This is an optimization exercise on Yosys and OpenROAD, whose aim is small area, not a production implementation. Function was checked by simulation only, so behaviour that the tests miss may differ from the original. Power figures rest on the tool's default switching activity, not on a simulated workload.

**flow/config.mk**
```make
export PLATFORM = sky130hd
export DESIGN_NAME = pe_cell_ctrl
export DESIGN_NICKNAME = pe_cell_ctrl
export VERILOG_FILES = /design/flow/design.v
export SDC_FILE = /design/flow/constraint.sdc
export NUM_CORES = 8
export LEC_CHECK = 0
export CAP_MARGIN = 20
export CORE_MARGIN = 2
export CORE_UTILIZATION = 40
export SLEW_MARGIN = 20
```
**flow/constraint.sdc**
```tcl
create_clock -name core_clock -period 12.5 [get_ports {clk}]
set_input_delay 2.5000 -clock core_clock [delete_from_list [all_inputs] [get_ports {clk}]]
set_output_delay 2.5000 -clock core_clock [all_outputs]
set_load 0.01 [all_outputs]
```
**flow/design.v**
```verilog
package pe_ctrl_pkg;
	typedef enum logic [1:0] {
		MODE_NONE    = 2'b00,
		MODE_COMPUTE = 2'b01,
		MODE_READ    = 2'b10,
		MODE_WRITE   = 2'b11  
	} work_mode_e;
	typedef enum logic [1:0] {
		ST_IDLE = 2'd0,
		ST_LOAD = 2'd1,  
		ST_RUN  = 2'd2
	} pe_state_e;
endpackage
package pe_data_pkg;
	typedef logic [36-1:0]     row_vec_t;   
	typedef logic [8-1:0] bus_byte_t;
	typedef logic [2:0]              plane_idx_t;
	typedef logic [256*6-1:0] col_vec_t;
	typedef logic [22-1:0] acc_t;
	typedef logic [32*22-1:0] acc_arr_t;  
	typedef logic [3:0] trunc_t;
	typedef logic [6:0] pe_id_t;
	typedef logic [5:0] send_idx_t;  
endpackage
`timescale 1ns/1ps
module operand_loader
(
	input  logic                          clk,
	input  logic                          rst_n,
	input  logic                          cs_n,
	input  logic                          cvalid,
	input  pe_ctrl_pkg::work_mode_e                    work_mode,
	input  pe_data_pkg::bus_byte_t                     wdata,
	input  logic                          wdata_valid,
	input  logic                          send_done,
	output logic                          wdata_busy,
	output logic                          pe_busy,
	output logic                          load_done,
	output pe_ctrl_pkg::work_mode_e                    mode,
	output logic [36*8-1:0]      cache_rows
);
	pe_ctrl_pkg::pe_state_e  state;
	logic [5:0] byte_cnt;
	logic       cmd_ok;
	logic       take;
	always_comb begin
		case (work_mode)
			pe_ctrl_pkg::MODE_COMPUTE, pe_ctrl_pkg::MODE_READ: cmd_ok = !cs_n && cvalid;
			pe_ctrl_pkg::MODE_NONE, pe_ctrl_pkg::MODE_WRITE:   cmd_ok = 1'b0;
			default:                 cmd_ok = 1'b0;
		endcase
	end
	assign wdata_busy = (state != pe_ctrl_pkg::ST_LOAD);
	assign pe_busy    = (state != pe_ctrl_pkg::ST_IDLE);
	assign load_done  = (state == pe_ctrl_pkg::ST_RUN);
	assign take       = wdata_valid && !wdata_busy;
	always_ff @(posedge clk or negedge rst_n) begin
		if (!rst_n) begin
			state    <= pe_ctrl_pkg::ST_IDLE;
			mode     <= pe_ctrl_pkg::MODE_NONE;
			byte_cnt <= '0;
		end else begin
			case (state)
				pe_ctrl_pkg::ST_IDLE: begin
					byte_cnt <= '0;
					if (cmd_ok) begin
						mode  <= work_mode;
						state <= pe_ctrl_pkg::ST_LOAD;
					end
				end
				pe_ctrl_pkg::ST_LOAD: if (take) begin
					byte_cnt <= byte_cnt + 6'd1;
					if (byte_cnt == 6'(36 - 1))
						state <= pe_ctrl_pkg::ST_RUN;  
				end
				pe_ctrl_pkg::ST_RUN: if (send_done) state <= pe_ctrl_pkg::ST_IDLE;
				default: state <= pe_ctrl_pkg::ST_IDLE;
			endcase
		end
	end
	always_ff @(posedge clk) begin
		if (state == pe_ctrl_pkg::ST_IDLE)
			cache_rows <= '0;
		else if (take)
			cache_rows[byte_cnt * 8 +: 8] <= wdata;
	end
endmodule
`timescale 1ns/1ps
module bit_plane_driver
(
	input  logic                     clk,
	input  logic                     rst_n,
	input  logic                     load_done,
	input  logic [36*8-1:0] cache_rows,
	input  logic                     pim_ready,
	output pe_data_pkg::row_vec_t                 xin,
	output logic                     pulse_in,
	output logic                     rst_pe_rram,
	output pe_data_pkg::plane_idx_t               plane,
	output logic                     pim_rise,
	output logic                     pim_fall
);
	logic       pim_d1, pim_d2;
	logic       load_d;
	logic       start;
	logic       fire;
	pe_data_pkg::plane_idx_t next_plane;
	pe_data_pkg::row_vec_t   row_bits;
	always_ff @(posedge clk or negedge rst_n) begin
		if (!rst_n) begin
			pim_d1 <= 1'b0;
			pim_d2 <= 1'b0;
			load_d <= 1'b0;
		end else begin
			pim_d1 <= pim_ready;  
			pim_d2 <= pim_d1;
			load_d <= load_done;
		end
	end
	assign pim_rise   = pim_d1 & ~pim_d2;
	assign pim_fall   = pim_d2 & ~pim_d1;
	assign start      = load_done & ~load_d;
	assign fire       = start | (load_done & pim_fall & (plane != 3'(8 - 1)));
	assign next_plane = start ? '0 : plane + 3'd1;
	always_comb begin
		for (int r = 0; r < 36; r++)
			row_bits[36-1-r] = cache_rows[r * 8 + next_plane];
	end
	always_ff @(posedge clk or negedge rst_n) begin
		if (!rst_n) begin
			plane    <= '0;
			pulse_in <= 1'b0;
			xin      <= '0;
		end else if (!load_done) begin
			plane    <= '0;
			pulse_in <= 1'b0;
			xin      <= '0;
		end else begin
			pulse_in <= fire;
			if (fire) begin
				plane <= next_plane;
				xin   <= row_bits;
			end
		end
	end
	always_ff @(posedge clk or negedge rst_n) begin
		if (!rst_n)
			rst_pe_rram <= 1'b0;
		else
			rst_pe_rram <= ~pim_rise;
	end
endmodule
`timescale 1ns/1ps
module column_accumulator
(
	input  logic       clk,
	input  logic       rst_n,
	input  logic       load_done,
	input  pe_ctrl_pkg::work_mode_e mode,
	input  pe_data_pkg::plane_idx_t plane,
	input  logic       pim_rise,
	input  pe_data_pkg::col_vec_t   partial_result,
	output pe_data_pkg::acc_arr_t   sums,
	output logic       sums_valid
);
	localparam pe_data_pkg::plane_idx_t LAST_PLANE = 3'(8 - 1);
	pe_data_pkg::acc_arr_t                                 grp_w;
	logic [32*8-1:0]         grp_lsb;
	localparam int PAD = 22 - 6;
	always_comb begin
		for (int g = 0; g < 32; g++) begin
			grp_w[g * 22 +: 22] = '0;
			for (int k = 0; k < 8 - 1; k++)
				grp_w[g * 22 +: 22] = grp_w[g * 22 +: 22] + ({{PAD{1'b0}}, partial_result[(g * 8 + k) * 6 +: 6]} << k);
			grp_w[g * 22 +: 22] = grp_w[g * 22 +: 22] - ({{PAD{1'b0}}, partial_result[(g * 8 + 7) * 6 +: 6]} << 7);
			for (int k = 0; k < 8; k++)
				grp_lsb[g * 8 + k] = partial_result[(g * 8 + k) * 6];
		end
	end
	always_ff @(posedge clk) begin
		if (!load_done) begin
			sums <= '0;
		end else if (pim_rise) begin
			for (int g = 0; g < 32; g++) begin
				if (mode == pe_ctrl_pkg::MODE_COMPUTE) begin
					if (plane == LAST_PLANE)
						sums[g * 22 +: 22] <= sums[g * 22 +: 22] - (grp_w[g * 22 +: 22] << plane);  
					else
						sums[g * 22 +: 22] <= sums[g * 22 +: 22] + (grp_w[g * 22 +: 22] << plane);
				end else if (mode == pe_ctrl_pkg::MODE_READ && plane == '0) begin
					sums[g * 22 +: 22] <= {{(22 - 8){1'b0}}, grp_lsb[g * 8 +: 8]};
				end
			end
		end
	end
	always_ff @(posedge clk or negedge rst_n) begin
		if (!rst_n)
			sums_valid <= 1'b0;
		else if (!load_done)
			sums_valid <= 1'b0;
		else if (pim_rise && plane == LAST_PLANE)
			sums_valid <= 1'b1;
	end
endmodule
`timescale 1ns/1ps
module result_sender
(
	input  logic      clk,
	input  logic      rst_n,
	input  pe_data_pkg::acc_arr_t  sums,
	input  logic      sums_valid,
	input  pe_data_pkg::pe_id_t    pe_id,
	input  pe_data_pkg::trunc_t    trunc,
	input  logic      rdata_busy,
	output pe_data_pkg::bus_byte_t rdata,
	output logic      rdata_valid,
	output logic      rdata_last,
	output logic      send_done
);
	localparam pe_data_pkg::send_idx_t LAST_BEAT = 6'(32);
	logic       sv_d;
	logic       xfer;
	pe_data_pkg::send_idx_t  beat;
	logic [4:0] grp;
	function automatic [7:0] trunc_sum(input [22-1:0] s, input [3:0] t);
		if (t == 4'd15)
			trunc_sum = s[7:0];
		else
			trunc_sum = {s[22-1], s[(22 - 2 - t) -: 7]};
	endfunction
	assign xfer = rdata_valid & ~rdata_busy;
	assign grp  = beat[4:0] - 5'd1;  
	always_comb begin
		if (!rdata_valid)
			rdata = '0;
		else if (beat == '0)
			rdata = {1'b0, pe_id};
		else
			rdata = trunc_sum(sums[grp * 22 +: 22], trunc);
	end
	always_ff @(posedge clk or negedge rst_n) begin
		if (!rst_n) begin
			sv_d        <= 1'b0;
			beat        <= '0;
			rdata_valid <= 1'b0;
			rdata_last  <= 1'b0;
			send_done   <= 1'b0;
		end else begin
			sv_d      <= sums_valid;
			send_done <= 1'b0;
			if (sums_valid && !sv_d) begin
				rdata_valid <= 1'b1;
				beat        <= '0;
			end else if (xfer) begin
				if (beat == LAST_BEAT) begin
					rdata_valid <= 1'b0;
					rdata_last  <= 1'b0;
					send_done   <= 1'b1;
					beat        <= '0;
				end else begin
					beat       <= beat + 6'd1;
					rdata_last <= (beat == LAST_BEAT - 6'd1);
				end
			end
		end
	end
endmodule
`timescale 1ns/1ps
module pe_cell_ctrl
(
	input  logic       clk,
	input  logic       rst_n,
	input  logic       cs_n,
	input  logic       cvalid,
	input  pe_ctrl_pkg::work_mode_e work_mode,
	input  pe_data_pkg::pe_id_t     pe_id,
	input  pe_data_pkg::trunc_t     reg_data_trunc,
	input  pe_data_pkg::bus_byte_t  wdata,
	input  logic       wdata_valid,
	output logic       wdata_busy,
	output logic       pe_busy,
	output pe_data_pkg::bus_byte_t  rdata,
	output logic       rdata_valid,
	output logic       rdata_last,
	input  logic       rdata_busy,
	output pe_data_pkg::row_vec_t   xin,
	output logic       pulse_in,
	output logic       rst_pe_rram,
	input  logic       pim_ready,
	input  pe_data_pkg::col_vec_t   partial_result
);
	logic [36*8-1:0] cache_rows;
	pe_ctrl_pkg::work_mode_e               mode;
	pe_data_pkg::plane_idx_t               plane;
	pe_data_pkg::acc_arr_t                 sums;
	logic                     load_done, pim_rise, sums_valid, send_done;
	operand_loader u_loader (
		.clk, .rst_n, .cs_n, .cvalid, .work_mode, .wdata, .wdata_valid, .send_done,
		.wdata_busy, .pe_busy, .load_done, .mode, .cache_rows
	);
	bit_plane_driver u_driver (
		.clk, .rst_n, .load_done, .cache_rows, .pim_ready,
		.xin, .pulse_in, .rst_pe_rram, .plane, .pim_rise, .pim_fall()
	);
	column_accumulator u_accum (
		.clk, .rst_n, .load_done, .mode, .plane, .pim_rise, .partial_result,
		.sums, .sums_valid
	);
	result_sender u_sender (
		.clk, .rst_n, .sums, .sums_valid, .pe_id, .trunc(reg_data_trunc), .rdata_busy,
		.rdata, .rdata_valid, .rdata_last, .send_done
	);
endmodule
```
**flow/run.sh**
```bash
#!/bin/bash
# synth_recipe.tcl (not shown) runs the flow's synth.tcl, then flattens the netlist and writes it again
# the make line also repeats each setting of config.mk as NAME=value (left out here)
make -C /OpenROAD-flow-scripts/flow DESIGN_CONFIG=/design/flow/config.mk WORK_HOME=/design/flow/orfs CLKGATE_MAP_FILE= SYNTH_SCRIPT=/design/flow/synth_recipe.tcl finish
```
==> results.py <==
metrics = {
    "synth": {
        "ys.flop_type": "dfxtp_1",
        "postSynthAreaPerCell_um2": 7.84,
        "synthesis.area_um2": 172000,
        "yosysUniqueCellTypes": 100,
        "synth_area_leaders": "ha_1, dfxtp_1, fa_1",
        "syn_inst": 21938,
        "synth-seq-area-share_pct": 12.5,
        "yosysTopAreaCellShare_pct": 14.3,
        "synth_edf_count": 0,
        "ys_async_sr_fraction_pct": 6.15,
        "synth_seq_cells": 1057,
        "ys.warnings.count": 4,
        "syn_nets": 26266,
        "yosysTopAreaCell": "ha_1",
    },
    "run_status": {
        "status": "no timing/DRC/antenna violations",
    },
    "grt": {
        "grt_pass1_vias": 161886,
        "grtUsageTotal_pct": 39.0,
        "grt_overflow": 0,
        "grt_antenna_before_repair": 282,
        "grt_pass1_wl_um": 1220000,
        "grt_max_degree": 152,
    },
    "place": {
        "place_hpwl_um": 730000,
        "io_buffers": 1613,
        "gp_congestion": 1.08,
    },
    "critical_path": {
        "cp_top_family": "adder cells",
        "critPathMaxStageDelay_ps": 650,
        "cp_data_arrival_time_ps": 12110,
        "endpoint_kind": "flip-flop",
        "crit_path_max_fanout": 7,
        "startpoint_type": "input port",
        "cpMostUsedCell": "o21ai_0",
        "cp_data_required_time_ps": 13250,
        "cp_slowest_cell": "clkdlybuf4s50_1",
        "critPathKind": "in2reg",
        "path_buf_inv": 3,
    },
    "sta": {
        "min_period_ps": 11360,
        "report.final.setup_viol": 0,
        "tns_ps": 0,
        "grt_setup_unrepaired": "no",
        "finalHoldViolCount": 0,
        "maxSlewViolCount": 0,
        "hold_ws_ps": 405,
        "finClkSkew_ps": 63.4,
        "worstMarginPinSlew_ps": 1160,
        "period_share_pct": 90.9,
        "fmax_mhz": 88.0,
        "slew_headroom_pct": 22.6,
    },
    "clock_tree": {
        "cts_setup_buffers": 0,
        "cts_buffer_depth": 4,
        "post_cts_resized": 0,
        "worstSkewPairLatency_ps": 920,
        "cts_sinks": 1057,
        "numCtsBuffers": 152,
        "cts-root-buf": "clkbuf_16",
        "cts_tree": "done",
        "ctsHoldBuffers": 0,
        "path_clk_slew_ps": 60,
        "htree_levels": 4,
    },
    "route": {
        "wirelength_um": 888000,
        "drt_iter0_drc": 21859,
        "wl_per_cell_um": 30.9,
        "vias": 178457,
        "drt-pass1-iter-count": 9,
        "drc": 0,
        "final_antenna_net_count": 0,
        "routed_via_density": 6.22,
    },
    "power_and_ir_drop": {
        "finalPower_mw": 49.9,
        "pwr-share-clk_pct": 9.5,
        "power_switching_mw": 27.3,
        "p_sw_share_pct": 54.7,
        "power_frac_seq_pct": 7.2,
        "p_leak_nw": 87.2,
        "power_per_cell_area_nw_per_um2": 252,
        "intPower_mw": 22.6,
        "pwr-share-comb_pct": 83.3,
        "irDropWorstVdd_uv": 148,
    },
    "floorplanning": {
        "dieWidth_um": 660,
        "ios": 1614,
        "num_rows": 240,
        "fp.coreArea_um2": 428000,
        "die_area_um2": 435000,
        "start_util_pct": 40.2,
        "fp.dieH_um": 660,
    },
    "final_layout": {
        "final_layout_size_suffix_gt1_share_pct": 5.28,
        "layout-area-overhead-vs-synth_pct": 15.3,
        "nFillCells": 42627,
        "num-nets-final": 27089,
        "multiInputGateArea_um2": 138000,
        "register_area_um2": 21500,
    },
    "worst_hold_path": {
        "holdCritPathClass": "reg2reg",
    },
    "run": {
        "drv_cap": 0,
    },
}
[layout make-up]
cell class | instances | area share [%]
multi-input cells | 17629 | 69.7
clock inverters | 60 | 0.396
flip-flops and latches | 1057 | 10.8
repair buffers | 1842 | 9.13
well taps | 5687 | 3.59
inverters | 2079 | 3.95
diodes | 135 | 0.170
clock buffers | 210 | 2.22
[flip-flops by register name (all words and copies together), names as in the netlist, 2 cells and up]
name / count
u_accum.sums: 704
u_driver.plane: 3
u_driver.xin: 36
u_loader.byte_cnt: 6
u_loader.cache_rows: 288
u_loader.mode: 2
u_loader.state: 2
u_sender.beat: 6
[kinds of logic (layout without fill, tap and decap cells)]
logic type / count (synthesis) / count (layout) / synth area share, %
AOI/OAI and AO/OA: 5844 / 5844 / 23.1
muxes: 1055 / 1055 / 8.61
adders and majority gates: 2765 / 2765 / 23.6
xor gates and xnor gates: 1475 / 1475 / 7.51
and+or+nand+nor: 6490 / 6490 / 17.4
DFF: 1057 / 1057 / 12.5
buffers and inverters: 3252 / 4191 / 7.31
other: 0 / 135 / 0
[power by group through the flow]
stage	registers, mW	logic (mW)	clock network, mW
6_report	3.62	41.6	4.73
5_1_grt	3.63	45.1	4.87
4_1_cts	3.62	40.6	4.76
3_5_place_dp	3.69	40.3	0
3_3_place_gp	3.68	40.1	0
2_1_floorplan	3.65	29.4	0
[cell usage in the layout, fill, tap and decap left out, types with 364 or more instances in the layout]
master,n
nor2_1,2263
inv_1,2073
a22oi_1,364
dfxtp_1,992
nand3_1,384
xor2_1,564
a21o_1,390
o21ai_0,1041
clkdlybuf4s50_1,1604
nor3_1,529
xnor2_1,908
ha_1,1962
fa_1,800
a21oi_1,1336
nand2_1,1744
mux2i_1,620
[stage by stage]
stage	util (%)	std cells	worst slack (ps)	area, um2
after floorplan	-	21938	1960	172000
after global placement	45.1	28294	349	193000
after detailed placement	45.1	28294	410	193000
after CTS	46.3	28564	1330	198000
after global routing	46.3	28618	515	198000
final	46.4	28699	1140	198000
[worst register-to-register path, cell delays in order, from the launching register on]
cell and delay (ps):
dfrtp_4 850, buf_4 740, buf_4 700, buf_4 720
mux2i_1 310, nand2b_1 160, ha_1 190, o21ai_0 110
or3b_2 510, or3_1 380, o31ai_1 300, xnor2_1 200
ha_1 390, nand3_1 90, nand2_1 70, a41oi_1 40
buf_4 180, a2111oi_0 910, nor2_1 130, a211o_1 330
o21ai_0 230, xnor2_1 150, o21ai_0 90
[cells in the mapped netlist, drive strengths merged, types with 120 or more instances]
library cell,n
buf,386
xnor2,910
fa,800
dfxtp,992
a311oi,191
a211o,126
o211ai,197
nor3,530
ha,1964
a21o,390
nor2b,273
o21ai,1053
or3,189
mux2i,620
o21a,228
nand3,384
nand2b,180
and2,178
a21oi,1337
nor2,2286
xor2,565
and3,165
o31ai,120
inv,2076
mux4,328
o21bai,146
a31oi,293
a211oi,255
clkbuf,786
a22oi,364
nand2,1753
[final timing paths]
check / from / to / slack (ps) / cells after the start
worst max-delay path: partial_result[1345] / u_accum.sums[637] / 1140 / 34
worst min-delay path: u_driver.pim_d1 / u_driver.pim_d2 / 410 / 0
worst max register to register: u_driver.plane[0] / u_accum.sums[438] / 4530 / 22
worst min register to register: u_driver.pim_d1 / u_driver.pim_d2 / 410 / 0
max in group asynchronous: rst_n / u_driver.xin[33] / 9610 / 2
min in group asynchronous: rst_n / u_driver.rst_pe_rram / 1610 / 1
[routing by layer]
| layer | routed length, um | vias to the layer above | GRT usage (%) | share of wire, % |
|---|---|---|---|---|
| met5 | 1060 | - | 0.244 | 0.12 |
| met4 | 56900 | 134 | 21.0 | 6.4 |
| met3 | 107000 | 1621 | 11.6 | 12 |
| met2 | 356000 | 9555 | 55.2 | 40 |
| met1 | 367000 | 86902 | 52.7 | 41 |
| li1 | - | 80245 | - | - |

## what the ideal ports hide
The flow's constraints put no driver on any port. The routed layout listed below was extracted and timed again, unchanged, in two steps.
Step 1: set_driving_cell puts a clkbuf_16 on clk and a buf_2 on each other input, an assumption about the parent block.
Step 2 also shifts input and output timing later by t, the mid clock arrival at the registers, as if the neighbouring blocks saw the same clock.
Three values: ideal ports, drivers, drivers and shift; two values: the first two.
t, ns: 1.022
slack for setup (ns): 1.138 / 1.207 / 0.185
latest minus earliest clock arrival (ns): 0.081 / 0.081
worst data-port slew with drivers (ns): 0.48
pins driven straight from the clock port: 1
After both steps setup and hold are still met in this run. The setup slack of this run moves by +0.069 ns with the drivers and by -0.953 ns with both steps.
